Context: an optimization exercise on an open-source flow, tuned for small area. The choices shown serve that exercise and are no tape-out recipe. Only simulation tests tie the RTL to the original design; equivalence was not proved. Power and IR drop assume default switching activity. The clock port is modelled as an ideal driver; clocking choices that lean on that would not hold on a real chip.

<file path="flow/standard.sh">
#!/bin/bash
# synth_recipe.tcl (not shown) runs the flow's synth.tcl, then flattens the netlist and writes it again
# the make line also repeats each setting of config.mk as NAME=value (left out here)
make -C /OpenROAD-flow-scripts/flow DESIGN_CONFIG=/design/flow/config.mk WORK_HOME=/design/flow/orfs CLKGATE_MAP_FILE= SYNTH_SCRIPT=/design/flow/synth_recipe.tcl "${@:-finish}"
</file>
<file path="flow/config.mk">
export PLATFORM = sky130hd
export DESIGN_NAME = i2c_slave_regfile
export DESIGN_NICKNAME = i2c_slave_regfile
export VERILOG_FILES = /design/flow/design.v
export SDC_FILE = /design/flow/constraint.sdc
export NUM_CORES = 4
export LEC_CHECK = 0
export CAP_MARGIN = 20
export CORE_MARGIN = 2
export CORE_UTILIZATION = 40
export SLEW_MARGIN = 20
export SYNTH_HIERARCHICAL = 1
export SYNTH_MINIMUM_KEEP_SIZE = 0
</file>
<file path="flow/design.v">
module i2c_slave_regfile #(
  parameter logic [6:0]  DEV_ADDR = 7'h5D,
  parameter int unsigned FILT_LEN = 4,
  parameter logic [7:0]  RST_VAL  = 8'h00
) (
  input  logic       iCLK,
  input  logic       iRST,
  input  logic       iSCL,
  input  logic       iSDA,
  output logic       oSDA_OE,
  input  logic [7:0] iHOST_ADDR,
  output logic [7:0] oHOST_DATA,
  output logic       oWR_STB,
  output logic [7:0] oWR_ADDR,
  output logic [7:0] oWR_DATA,
  output logic       oBUSY
);
  typedef enum logic [3:0] {
    S_IDLE, S_ADDR, S_ADDR_ACK, S_IGNORE,
    S_SUB, S_SUB_ACK, S_WDATA, S_WDATA_ACK,
    S_RDATA, S_RDATA_ACK
  } state_e;
  localparam int NHEAD = 4;
  localparam int SPAN  = 256 / NHEAD;        
  localparam int SB    = 6;                  
  localparam int HB    = 8 - SB;             
  logic [1:0] scl_sync_q, scl_sync_d;
  logic [1:0] sda_sync_q, sda_sync_d;
  localparam int CW = (FILT_LEN <= 2) ? 1 : (FILT_LEN <= 4) ? 2 : (FILT_LEN <= 8) ? 3 : 4;
  logic [CW-1:0] scl_cnt_q, scl_cnt_d;
  logic [CW-1:0] sda_cnt_q, sda_cnt_d;
  logic       scl_f_q, scl_f_d, sda_f_q, sda_f_d;
  logic       scl_p_q, scl_p_d, sda_p_q, sda_p_d;
  state_e     state_q, state_d;
  logic [2:0] bit_cnt_q, bit_cnt_d;
  logic       byte_rdy_q, byte_rdy_d;
  logic [7:0] shift_q, shift_d;
  logic [7:0] ptr_q, ptr_d;
  logic       oe_q, oe_d;
  logic       stb_q, stb_d;
  logic [7:0] wa_q, wa_d, wd_q, wd_d;
  logic [7:0] hd_q, hd_d;
  logic       mem_we;
  logic       rw_q, rw_d;
  logic [2047:0] ring_q, ring_d;
  logic [7:0]    rot_q;
  logic          cdone_q;                    
  logic          pend_q;
  logic [7:0]    pf_q, pf_d;
  logic       scl_rise, scl_fall, start_c, stop_c;
  logic       rx, done, addr_ok;
  logic [7:0] nxt_ptr;
  localparam logic [CW-1:0] FILT_MAX = CW'(FILT_LEN - 1);
  function automatic logic [CW:0] filt_step(
    input logic          s,
    input logic          f,
    input logic [CW-1:0] c
  );
    if (s == f)
      filt_step = {f, CW'(0)};
    else if (c == FILT_MAX)
      filt_step = {s, CW'(0)};
    else
      filt_step = {f, c + CW'(1)};
  endfunction
  assign scl_rise = scl_f_q & ~scl_p_q;
  assign scl_fall = ~scl_f_q & scl_p_q;
  assign start_c  = scl_f_q & scl_p_q & sda_p_q & ~sda_f_q;
  assign stop_c   = scl_f_q & scl_p_q & ~sda_p_q & sda_f_q;
  assign rx       = (state_q == S_ADDR) || (state_q == S_SUB) || (state_q == S_WDATA);
  assign done     = scl_fall & byte_rdy_q;
  assign nxt_ptr  = ptr_q + 8'd1;
  assign addr_ok  = (shift_q[7:1] == DEV_ADDR);
  logic            clearing;
  logic            cmatch, fmatch;         
  logic [HB-1:0]   chead, fhead;           
  logic [7:0]      hslot;                  
  logic [7:0]      faddr;
  logic [7:0]      ring_rd;
  logic [NHEAD-1:0][7:0] head_in;
  logic [NHEAD-1:0] commit;
  logic [255:0]    hsel;
  assign clearing = iRST | ~cdone_q;
  assign cmatch   = (rot_q[SB-1:0] == ~wa_q[SB-1:0]);
  assign chead    = wa_q[7:SB] + rot_q[7:SB] + HB'(1);
  assign faddr    = (state_q == S_RDATA || state_q == S_RDATA_ACK) ? nxt_ptr : ptr_q;
  assign fmatch   = (rot_q[SB-1:0] == ~faddr[SB-1:0]);
  assign fhead    = faddr[7:SB] + rot_q[7:SB] + HB'(1);
  assign hslot    = iHOST_ADDR + rot_q;
  always_comb begin
    for (int h = 0; h < NHEAD; h++) begin
      commit[h]  = pend_q & cmatch & (chead == HB'(h)) & ~clearing;
      head_in[h] = (ring_q[((h*SPAN + 255) % 256)*8 +: 8] & {8{~commit[h] & ~clearing}})
                 | (wd_q & {8{commit[h]}})
                 | (RST_VAL & {8{clearing}});
    end
    ring_d = {ring_q[2039:0], ring_q[2047:2040]};
    for (int h = 0; h < NHEAD; h++)
      ring_d[h*SPAN*8 +: 8] = head_in[h];
  end
  i2cs_rf_dec   u_hdec (.a(hslot), .sel(hsel));
  i2cs_rf_rdmux u_hmux (.d(ring_q), .sel(hsel), .q(ring_rd));
  always_comb begin
    scl_sync_d = {scl_sync_q[0], iSCL};
    sda_sync_d = {sda_sync_q[0], iSDA};
    {scl_f_d, scl_cnt_d} = filt_step(scl_sync_q[1], scl_f_q, scl_cnt_q);
    {sda_f_d, sda_cnt_d} = filt_step(sda_sync_q[1], sda_f_q, sda_cnt_q);
    scl_p_d    = scl_f_q;
    sda_p_d    = sda_f_q;
    state_d    = state_q;
    bit_cnt_d  = bit_cnt_q;
    byte_rdy_d = byte_rdy_q;
    shift_d    = shift_q;
    ptr_d      = ptr_q;
    oe_d       = oe_q;
    stb_d      = 1'b0;
    wa_d       = wa_q;
    wd_d       = wd_q;
    mem_we     = 1'b0;
    if (pend_q && iHOST_ADDR == wa_q)
      hd_d = wd_q;
    else if (cdone_q)
      hd_d = ring_rd;
    else   
      hd_d = RST_VAL;
    pf_d = fmatch ? head_in[fhead] : pf_q;
    rw_d       = rw_q;
    if (stop_c) begin
      state_d = S_IDLE;
      oe_d    = 1'b0;
    end else if (start_c) begin
      state_d    = S_ADDR;
      oe_d       = 1'b0;
      bit_cnt_d  = 3'd0;
      byte_rdy_d = 1'b0;
    end else begin
      if (scl_rise && (rx || state_q == S_RDATA)) begin
        bit_cnt_d = bit_cnt_q + 3'd1;
        if (bit_cnt_q == 3'd7) byte_rdy_d = 1'b1;
        if (rx) shift_d = {shift_q[6:0], sda_f_q};
      end
      unique case (state_q)
        S_ADDR: if (done) begin
          byte_rdy_d = 1'b0;
          if (addr_ok) begin
            oe_d    = 1'b1;
            state_d = S_ADDR_ACK;
            rw_d    = shift_q[0];
          end else begin
            state_d = S_IGNORE;
          end
        end
        S_ADDR_ACK: if (scl_fall) begin
          oe_d    = 1'b0;
          state_d = S_SUB;
          if (rw_q) begin
            state_d = S_RDATA;
            shift_d = pf_q;
            oe_d    = ~pf_q[7];
          end
        end
        S_SUB: if (done) begin
          byte_rdy_d = 1'b0;
          ptr_d      = shift_q;
          oe_d       = 1'b1;
          state_d    = S_SUB_ACK;
        end
        S_SUB_ACK: if (scl_fall) begin
          oe_d    = 1'b0;
          state_d = S_WDATA;
        end
        S_WDATA: if (done) begin
          byte_rdy_d = 1'b0;
          oe_d       = 1'b1;
          mem_we     = 1'b1;
          stb_d      = 1'b1;
          wa_d       = ptr_q;
          wd_d       = shift_q;
          ptr_d      = nxt_ptr;
          state_d    = S_WDATA_ACK;
        end
        S_WDATA_ACK: if (scl_fall) begin
          oe_d    = 1'b0;
          state_d = S_WDATA;
        end
        S_RDATA: if (scl_fall) begin
          if (byte_rdy_q) begin
            byte_rdy_d = 1'b0;
            oe_d       = 1'b0;
            state_d    = S_RDATA_ACK;
          end else begin
            shift_d = {shift_q[6:0], 1'b0};
            oe_d    = ~shift_q[6];
          end
        end
        S_RDATA_ACK: if (scl_rise) begin
          if (sda_f_q) state_d = S_IGNORE;
          else         byte_rdy_d = 1'b1;
        end else if (done) begin
          byte_rdy_d = 1'b0;
          ptr_d      = nxt_ptr;
          shift_d    = pf_q;
          oe_d       = ~pf_q[7];
          state_d    = S_RDATA;
        end
        default: ;
      endcase
    end
  end
  always_ff @(posedge iCLK) begin
    ring_q <= ring_d;
    rot_q  <= iRST ? 8'd0 : rot_q + 8'd1;
    pf_q   <= pf_d;
    if (iRST) begin
      scl_sync_q <= 2'b11;
      sda_sync_q <= 2'b11;
      scl_cnt_q  <= '0;
      sda_cnt_q  <= '0;
      scl_f_q    <= 1'b1;
      sda_f_q    <= 1'b1;
      scl_p_q    <= 1'b1;
      sda_p_q    <= 1'b1;
      state_q    <= S_IDLE;
      bit_cnt_q  <= 3'd0;
      byte_rdy_q <= 1'b0;
      shift_q    <= 8'd0;
      ptr_q      <= 8'd0;
      oe_q       <= 1'b0;
      stb_q      <= 1'b0;
      wa_q       <= 8'd0;
      wd_q       <= 8'd0;
      hd_q       <= 8'd0;
      rw_q       <= 1'b0;
      cdone_q    <= 1'b0;
      pend_q     <= 1'b0;
    end else begin
      scl_sync_q <= scl_sync_d;
      sda_sync_q <= sda_sync_d;
      scl_cnt_q  <= scl_cnt_d;
      sda_cnt_q  <= sda_cnt_d;
      scl_f_q    <= scl_f_d;
      sda_f_q    <= sda_f_d;
      scl_p_q    <= scl_p_d;
      sda_p_q    <= sda_p_d;
      state_q    <= state_d;
      bit_cnt_q  <= bit_cnt_d;
      byte_rdy_q <= byte_rdy_d;
      shift_q    <= shift_d;
      ptr_q      <= ptr_d;
      oe_q       <= oe_d;
      stb_q      <= stb_d;
      wa_q       <= wa_d;
      wd_q       <= wd_d;
      hd_q       <= hd_d;
      rw_q       <= rw_d;
      if (rot_q[SB-1:0] == SB'(SPAN - 2)) cdone_q <= 1'b1;
      if (mem_we)
        pend_q <= 1'b1;
      else if (cmatch)
        pend_q <= 1'b0;
    end
  end
  assign oSDA_OE    = oe_q;
  assign oHOST_DATA = hd_q;
  assign oWR_STB    = stb_q;
  assign oWR_ADDR   = wa_q;
  assign oWR_DATA   = wd_q;
  assign oBUSY      = (state_q != S_IDLE);
endmodule
module i2cs_rf_dec (
  input  logic [7:0]   a,
  output logic [255:0] sel
);
  always_comb
    for (int w = 0; w < 256; w++) sel[w] = (a == 8'(w));
endmodule
module i2cs_rf_aoi222 (
  input  logic a0, s0, a1, s1, a2, s2,
  output logic y
);
  assign y = ~((a0 & s0) | (a1 & s1) | (a2 & s2));
endmodule
module i2cs_rf_rdmux (
  input  logic [2047:0] d,
  input  logic [255:0]  sel,
  output logic [7:0]    q
);
  for (genvar b = 0; b < 8; b++) begin : g_bit
    logic [85:0] t;
    for (genvar g = 0; g < 85; g++) begin : g_grp
      i2cs_rf_aoi222 u_aoi (
        .a0(d[(3*g)*8+b]),   .s0(sel[3*g]),
        .a1(d[(3*g+1)*8+b]), .s1(sel[3*g+1]),
        .a2(d[(3*g+2)*8+b]), .s2(sel[3*g+2]),
        .y(t[g]));
    end
    assign t[85] = ~(d[255*8+b] & sel[255]);
    assign q[b]  = ~&t;
  end
endmodule
</file>
<file path="flow/flow/run.sh">
#!/bin/bash
# Layout flow: the standard ORFS flow (standard.sh, unchanged synthesis,
# floorplan, power grid, placement, routing), with two layout choices changed:
#  - clock tree: sinks clustered 30 per leaf buffer within 100 um, and no
#    dummy balancing loads;
#  - port buffers: the smallest buffer (buf_1) instead of clkdlybuf4s50_1.
# All tool output goes to flow_make.log here and ORFS's own logs under orfs/logs.
set -euo pipefail
export CTS_ARGS="-sink_clustering_enable -repair_clock_nets -sink_clustering_size 30 -sink_clustering_max_diameter 100 -dont_use_dummy_load"
export BUFFER_PORTS_ARGS="-buffer_cell sky130_fd_sc_hd__buf_1"
bash standard.sh > flow_make.log 2>&1
</file>
<file path="flow/constraint.sdc">
create_clock -name core_clock -period 10.0 [get_ports {iCLK}]
set_input_delay 2.0000 -clock core_clock [delete_from_list [all_inputs] [get_ports {iCLK}]]
set_output_delay 2.0000 -clock core_clock [all_outputs]
set_load 0.01 [all_outputs]
</file>
==> run notes, run 1 <==
Worst R2R Path Depth=17; Mapped Area=56000 sq um; GR Overflow Total=0; CTS-repair resized insts=0; final wirelength=160000 microns; first-pass GRT wire length=230000 microns; Netlist cell types=71; Tot GR Track Use=21.7%; count leader, synth=dfxtp_1; Hold Vio Cnt, Final=0; die height=378 microns; Tot Pwr=12.6 mW; Crit. End Element=flop; Clock Skew=0.0684 ns; Slowest-stage cell, CP=nor4_1; post-synth top area share=75.8%; # Post-CTS Setup Buffers=0; clock root cell=clkbuf_16; H-tree depth=3; max incr delay on CP=1.08 ns; critical path class=in2reg; Initial Util=40.2%; clk buf depth=3; WL per Instance=27.4 microns; area delta synth->final=7.94%; Via-to-Cell Ratio=6.06; Chip Width=378 microns; Lkg Pwr=21.3 nW; clock latency on the worst-skew pair=0.73 ns; pre-CTS WS=2.09 ns; Yosys reg bits=2129; CTS Buf Count=82; CP Depth=18; final setup fails=0; layout cell share with drive strength beyond 1=4.73%; vias after detailed routing=35300; Worst-Margin Slew=1.27 ns; crit path time final=7.45 ns; Rows=137; Yosys warnings=8; cells after synthesis=3888; Hold Crit Class=reg2reg; WHS=0.306 ns; outcome=timing/DRC/antenna clean; EDFF count, synth=8; post-synth top area cell=dfxtp_1; Peak VDD IR=0.127 mV; initial antenna violation count=10; critical path, cell by cell=buf_1 > ha_1 > a21o_1 > a21oi_1 > nor2b_1 > o21a_1 > o41ai_1 > xnor2_2 > buf_4 > or4b_1 > nor2_1 > a222oi_1 > nand4_1 > or4_1 > nor4_1 > nand4_1 > nand3b_1 > a21oi_1; Tcrit/Tclk final=74.5%; syn_nets=3917; DRT Pass-1 Iters=15; asr flop ratio synth=0%; dominant cells by area after synthesis=dfxtp_1, a222oi_1, nor2_1; I/O pin total=39; GPL Wtd Cong=0.957; Worst Hold Depth=0; Syn Area/Cell=14.4 sq um; FF/Latch Area=42700 sq um; pwr/cell area=208 nW/um^2; hold_buf cts=0; register area share after synthesis=76.2%; area taken by multi-input logic gates=12900 sq um; IO Port Bufs=38; vias in the first global route=33100; MaxCap Viol Count=0; largest net degree at the start of global routing=43; Die ar.=143000 sq um; Post-DRT Antenna Nets=0; RSZ-0062 raised after global routing=false; Top delay family on crit path=simple AND/OR/NAND/NOR gates; clock-pin slew on the worst setup and hold paths=0.11 ns; Buf+Inv Stages, Crit Path=2; slack of the critical path=2.55 ns; nets=3981; startpoint type of the worst setup path=input pin; # DRC=0; maximum clock frequency=134 MHz; drt first-iter violations=7023; Main synth FF type=dfxtp_1; worst relative slew slack=13.2%; max-slew violations=0; CP Max Fanout=16; Worst EP required=10.57 ns; synth cell count leaders=dfxtp_1, a222oi_1, nor2_1; CTS sink count=2129; HPWL after DPL=116000 microns; Core Region=139000 sq um; filler instances=12500; Worst Path Arrival=8.02 ns; Post-Route Setup TNS=0 ns; CTS tree=done
## power breakdown
| group | switching (mW) | internal [mW] |
|---|---|---|
| sequential | 0.00419 | 8.48 |
| clock | 2.40 | 1.48 |
| combinational | 0.172 | 0.0425 |
## layout by cell type (no fill, tap or decap), types with 10 or more instances in the layout
cell       count
dfxtp_1     2121
a222oi_1     681
nor2_1       330
nand4_1      165
clkbuf_16     82
mux2i_1       51
nand2_1       49
buf_4         42
buf_1         37
a21oi_1       35
nor4_1        26
xor2_1        23
nand3_1       19
o21ai_0       19
xnor2_1       19
or4_1         17
ha_1          16
inv_1         13
nand3b_1      11
nor2b_1       10
nand4b_1      10
nor2_2        10
## final timing paths
path,start,to,slack (ns)
max reg2reg,rot_q[1],hd_q[3],3.27
min reg2reg,ring_q[1809],ring_q[1817],0.31
min,ring_q[1809],ring_q[1817],0.31
max,iHOST_ADDR[1],hd_q[3],2.55
## per-module statistics from Yosys (local to each module, per instance)
module / flops+latches / cell area [sq um]
i2c_slave_regfile: 2129 / 46000
i2cs_rf_dec: 0 / 1660
i2cs_rf_aoi222: 0 / 10.0
i2cs_rf_rdmux: 0 / 1540
## sequential cells by signal, indices dropped and copies added (netlist names), 3 cells and up
signal	cells
ring_q	2048
wa_q	8
pf_q	8
state_q	4
bit_cnt_q	3
shift_q	8
hd_q	8
ptr_q	8
wd_q	8
rot_q	8
## worst reg2reg max path, cell delays in order (launching register included)
cell and delay, ns:
dfxtp_1 0.64, ha_1 0.33, a21o_1 0.19, a21oi_1 0.22
nor2b_1 0.08, o21a_1 0.19, o41ai_1 0.44, xnor2_2 0.29
buf_4 0.27, or4b_1 0.57, nor2_1 0.34, a222oi_1 0.61
nand4_1 0.28, or4_1 0.62, nor4_1 1.08, nand4_1 0.20
nand3b_1 0.16, a21oi_1 0.07
## kinds of logic (layout without fill, tap and decap cells)
logic type      after synthesis  after routing  share of synthesized area (%)
compound gates              793            793                           13.5
xor+xnor                     48             48                          0.802
fa+ha+maj                    17             17                          0.393
buf+inv                     113            175                          0.982
flops                      2129           2129                           76.2
mux                          59             59                           1.23
other cells                   0              1                              0
simple gates                729            729                           6.92
## final cells by class
cell class                      instances  share of cell area (%)
Sequential cell                      2129                    70.6
Multi-Input combinational cell       1646                    21.3
Tap cell                             1876                    3.88
Clock buffer                           82                    3.39
Timing Repair Buffer                   80                   0.759
Inverter                               13                  0.0807
Antenna cell                            1                 0.00414
## stage by stage
stage	area, sq um	util (%)	instances
finish	60500	43.4	5827
global route	60500	43.4	5826
CTS	60500	43.4	5826
detailed placement	58400	41.9	5744
global placement	58400	41.9	5744
floorplan	56000	-	3888
## per-layer routing
layer / vias to the layer above / GRT usage, % / wire (microns)
li1: 15500 / - / -
met1: 17700 / 31.5 / 70900
met2: 1822 / 32.8 / 69300
met3: 276 / 3.63 / 13900
met4: 0 / 7.08 / 5650
met5: - / 0 / 0
==> run 2, diff against run 1 <==
==> flow/flow/run.sh (replaced) <==
#!/bin/bash
# Layout flow: the standard ORFS flow (standard.sh: unchanged synthesis,
# floorplan, power grid, placement, routing), with three layout choices changed:
#  - after the floorplan, OpenROAD's restructure re-maps the combinational
#    logic for area (flow/restructure.tcl; registers are not touched);
#  - clock tree: sinks clustered 30 per leaf buffer within 100 um, and no
#    dummy balancing loads;
#  - port buffers: the smallest buffer (buf_1) instead of clkdlybuf4s50_1.
# Each step's full output goes to its own log here (flow_*.log), besides
# ORFS's own logs under orfs/logs.
set -euo pipefail
export CTS_ARGS="-sink_clustering_enable -repair_clock_nets -sink_clustering_size 30 -sink_clustering_max_diameter 100 -dont_use_dummy_load"
export BUFFER_PORTS_ARGS="-buffer_cell sky130_fd_sc_hd__buf_1"

bash standard.sh floorplan > flow_floorplan.log 2>&1

R=orfs/results/$FLOW_PLATFORM/i2c_slave_regfile/base
LIB=$FLOW_HOME/platforms/$FLOW_PLATFORM/lib/sky130_fd_sc_hd__tt_025C_1v80.lib
mkdir -p rs_work
awk -f flow/strip_lib.awk "$LIB" > rs_work/map.lib
RS_LIB=$LIB RS_MAPLIB=rs_work/map.lib \
RS_ODB=$R/2_floorplan.odb RS_SDC=$R/2_floorplan.sdc RS_WORK=rs_work \
  openroad -no_init -exit flow/restructure.tcl > flow_restructure.log 2>&1

bash standard.sh > flow_finish.log 2>&1
==> flow/flow/restructure.tcl (new file) <==
# Area recovery on the floorplanned netlist: ABC re-maps the combinational
# logic for area (registers, ports, power grid and tap cells are untouched).
set lib $::env(RS_LIB)
read_liberty $lib
read_db $::env(RS_ODB)
read_sdc $::env(RS_SDC)
set_dont_use [get_lib_cells {sky130_fd_sc_hd__probe* sky130_fd_sc_hd__lpflow_*}]
# RS_MAPLIB: the same library without the don't-use cells, for ABC to map to
remove_buffers
report_design_area
restructure -liberty_file $::env(RS_MAPLIB) -target area \
  -tielo_port sky130_fd_sc_hd__conb_1/LO -tiehi_port sky130_fd_sc_hd__conb_1/HI \
  -work_dir $::env(RS_WORK)
report_design_area
write_db $::env(RS_ODB)
==> flow/flow/strip_lib.awk (new file) <==
# Copy a liberty file, leaving out the cells the platform marks don't-use
# (sky130 lpflow_* and probe* cells), so ABC (restructure) cannot pick them.
BEGIN { skip = 0; depth = 0 }
{
  line = $0
  if (!skip && line ~ /^[ \t]*cell[ \t]*\([ \t]*"?sky130_fd_sc_hd__(lpflow_|probe)/) {
    skip = 1; depth = 0
  }
  if (skip) {
    n = split(line, ch, "")
    for (i = 1; i <= n; i++) {
      if (ch[i] == "{") depth++
      else if (ch[i] == "}") { depth--; if (depth == 0) { skip = 0; break } }
    }
    next
  }
  print line
}
==> run 2 against run 1 <==
  * Sequential share of layout area grew 0.55 points
  * Routed wire length grew 1.3%
  * First-iteration DRC count rose by 9.3%
  * Combinational power is 28% lower
  * Register-to-register slack got worse by 1.3 ns
  * Critical path depth increased by 4
  * Die area is the same
  * Design area fell by 0.78%
  * Largest power group unchanged
==> run notes, run 2 <==
vias after detailed routing=35300 (-0.096%); asr flop ratio synth=0% (unchanged); dominant cells by area after synthesis=dfxtp_1, a222oi_1, nor2_1; hold path start=ring_q[876]; drt first-iter violations=7677 (+9.3%); Syn Area/Cell=14.4 sq um (unchanged); Netlist cell types=71 (unchanged); Critical R2R Capture=hd_q[0]; crit path time final=8.82 ns (+1.37 ns); Most Used Layer, Global Route=met2; WHS=0.299 ns (-0.00775 ns); Clock Skew=0.0988 ns (+0.0304 ns); Lkg Pwr=20.9 nW (-2.0%); Initial Util=40.2% (unchanged); Mapped Area=56000 sq um (unchanged); final wirelength=162000 microns (+1.3%); register area share after synthesis=76.2% (unchanged); Worst R2R Path Depth=21 (+4); # DRC=0 (unchanged); HPWL after DPL=119000 microns (+2.6%); cell count after placement=5777 (+0.57%); I/O pin total=39 (unchanged); most frequent cells in the layout=dfxtp_1, a222oi_1, nor2_1, nand4_1, clkinv_1; CP Launch Point=iHOST_ADDR[1]; first-pass GRT wire length=230000 microns (about the same); filler instances=12700 (+1.2%); clk buf depth=3 (unchanged); Yosys warnings=8 (unchanged); Tcrit/Tclk final=88.2% (+14 points); synth cell count leaders=dfxtp_1, a222oi_1, nor2_1; Hold Vio Cnt, Final=0 (unchanged); Rows=137 (unchanged); CTS-repair resized insts=0 (unchanged); die height=378 microns (unchanged); GR Util met3=4.36% (+0.74 points); max reg flops=2048 (unchanged); Finished Cell Area=60000 sq um (-0.78%); R2R setup slack=1.94 ns (-1.33 ns); cells after synthesis=3888 (unchanged); syn_nets=3917 (unchanged); post-synth top area share=75.8% (unchanged); # Post-CTS Setup Buffers=0 (unchanged); final setup fails=0 (unchanged); reg2reg start=rot_q[1]; clock root cell=clkbuf_16; worst relative slew slack=21.3% (+8.1 points); M2 GR Usage=33.2% (+0.40 points); Core Region=139000 sq um (unchanged); RSZ-0062 raised after global routing=false; H-tree depth=3 (unchanged); Main synth FF type=dfxtp_1; Via-to-Cell Ratio=6.02 (-0.68%); DRT Pass-1 Iters=12 (-3); Post-Route Setup TNS=0 ns (unchanged); CTS sink count=2129 (unchanged); startpoint type of the worst setup path=input pin; Post-DRT Antenna Nets=0 (unchanged); Die ar.=143000 sq um (unchanged); clock latency on the worst-skew pair=0.74 ns (about the same); GPL Wtd Cong=0.925 (-3.4%); hold-critical path endpoint=ring_q[884]; Non-Filler Instances=5861 (+0.58%); Peak VDD IR=0.113 mV (-11%); met1 Resource Use GR=31.8% (+0.29 points); Tot GR Track Use=21.9% (+0.18 points); vias in the first global route=33100 (-0.29%); count leader, synth=dfxtp_1; IO Port Bufs=38 (unchanged); MaxCap Viol Count=0 (unchanged); critical path class=in2reg; dpl cell area=58000 sq um (-0.81%); max-slew violations=0 (unchanged); largest net degree at the start of global routing=38 (-12%); Worst Hold Depth=0 (unchanged); hold_buf cts=0 (unchanged); maximum clock frequency=113 MHz (-16%); pwr/cell area=209 nW/um^2 (+0.49%); largest register by flop count=ring_q; most common cell after layout, fill and taps aside=dfxtp_1; Tot Pwr=12.6 mW (-0.29%); WL per Instance=27.6 microns (+0.67%); Worst Path Arrival=9.47 ns (+1.45 ns); layout cell share with drive strength beyond 1=3.69% (-1.0 points); EDFF count, synth=8 (unchanged); Yosys reg bits=2129 (unchanged); GR Overflow Total=0 (unchanged); nets=3997 (+0.40%); clock-pin slew on the worst setup and hold paths=0.11 ns (about the same); Crit. End Element=flop; Chip Width=378 microns (unchanged); CP Max Fanout=16 (unchanged); area delta synth->final=7.10%; outcome=timing/DRC/antenna clean; CTS Buf Count=82 (unchanged); post-synth top area cell=dfxtp_1; Hold Crit Class=reg2reg; Worst EP required=10.65 ns (+0.08 ns); Worst-Margin Slew=1.18 ns (-0.0924 ns); initial antenna violation count=10 (unchanged); CTS tree=done
-- run 2: critical path, stage by stage --
cell and delay (ns):
buf_1 0.19, clkinv_1 0.17, o22ai_1 0.45, clkinv_1 0.29, o22ai_1 0.29, clkinv_1 0.11
o22ai_1 0.25, clkinv_1 0.10, o22ai_1 0.29, clkinv_1 0.11, o22ai_1 0.21, o221ai_1 0.18
a2bb2oi_1 0.67, clkinv_1 0.44, nand4_1 0.83, nor2_1 0.34, a222oi_1 0.66, nand4_1 0.28
or4_1 0.47, or4_1 0.56, o41a_1 0.39, o21a_1 0.17
-- run 2: stage by stage --
stage	setup WS, ns	utilization [%]
6_report	1.18	43.1
5_1_grt	0.794	43.1
4_1_cts	1.41	43.1
3_5_place_dp	0.597	41.6
3_3_place_gp	0.632	41.6
2_1_floorplan	4.09	-
-- run 2: Yosys stat by module (local to each module, per instance) --
module	area, sq um	times used	cells
i2c_slave_regfile	46000	1	2626
i2cs_rf_aoi222	10.0	680	1
i2cs_rf_rdmux	1540	1	232
i2cs_rf_dec	1660	1	350
-- run 2: layer usage --
metal / wire length, microns / up-vias
li1: - / 15700
met1: 72500 / 17700
met2: 70700 / 1721
met3: 14500 / 204
met4: 3970 / 4
met5: 27 / -
-- run 2: cell type report --
cell class	count	area, sq um	share of cell area, %
diodes	2	5.00	0.00834
clock buffers	82	2050	3.42
inverters	103	387	0.644
multi-input cells	1568	11900	19.8
flip-flops and latches	2129	42700	71.1
well taps	1876	2350	3.91
repair buffers	101	627	1.04
-- run 2: worst max-delay path by stage --
stage,endpoint,slack (ns),depth (start not counted)
6_report,hd_q[0],1.18,22
5_1_grt,hd_q[0],0.79,22
4_1_cts,hd_q[0],1.41,22
3_5_place_dp,hd_q[0],0.60,22
3_3_place_gp,hd_q[3],0.63,23
2_1_floorplan,hd_q[0],4.09,19
-- run 2: where the power goes --
| part | switching, mW | internal [mW] |
|---|---|---|
| clock | 2.43 | 1.48 |
| sequential | 0.00253 | 8.48 |
| combinational | 0.127 | 0.0273 |
-- run 2: logic make-up after synthesis --
kind of cell / synth area share, %
simple gates: 6.92
buf+inv: 0.982
xor+xnor: 0.802
mux: 1.23
fa+ha+maj: 0.393
flops: 76.2
compound gates: 13.5

-- what the ideal ports hide --
No port has a modelled driver above. Below, the same layouts with a new extraction and two added sets of constraints.
Step 1 assumes that a clkbuf_16 drives the clock port and a buf_2 every other input.
Step 2 times the ports against the registers' clock, not the clock port: input delays grow and output delays shrink by t, the midpoint of the rising clock arrivals with the driver on.
a / b / c = no drivers / after step 1 / after step 2; a / b = the first two.
run	t (ns)	setup WS [ns]	worst slew at a driven data input, ns
run 1	0.776	2.553 / 2.612 / 1.835	0.04
run 2	0.777	1.180 / 1.234 / 0.457	0.06
After both steps setup and hold are still met in every run listed. For run 2, which loses most, drivers alone change the setup slack by +0.054 ns; drivers and shift together by -0.723 ns.
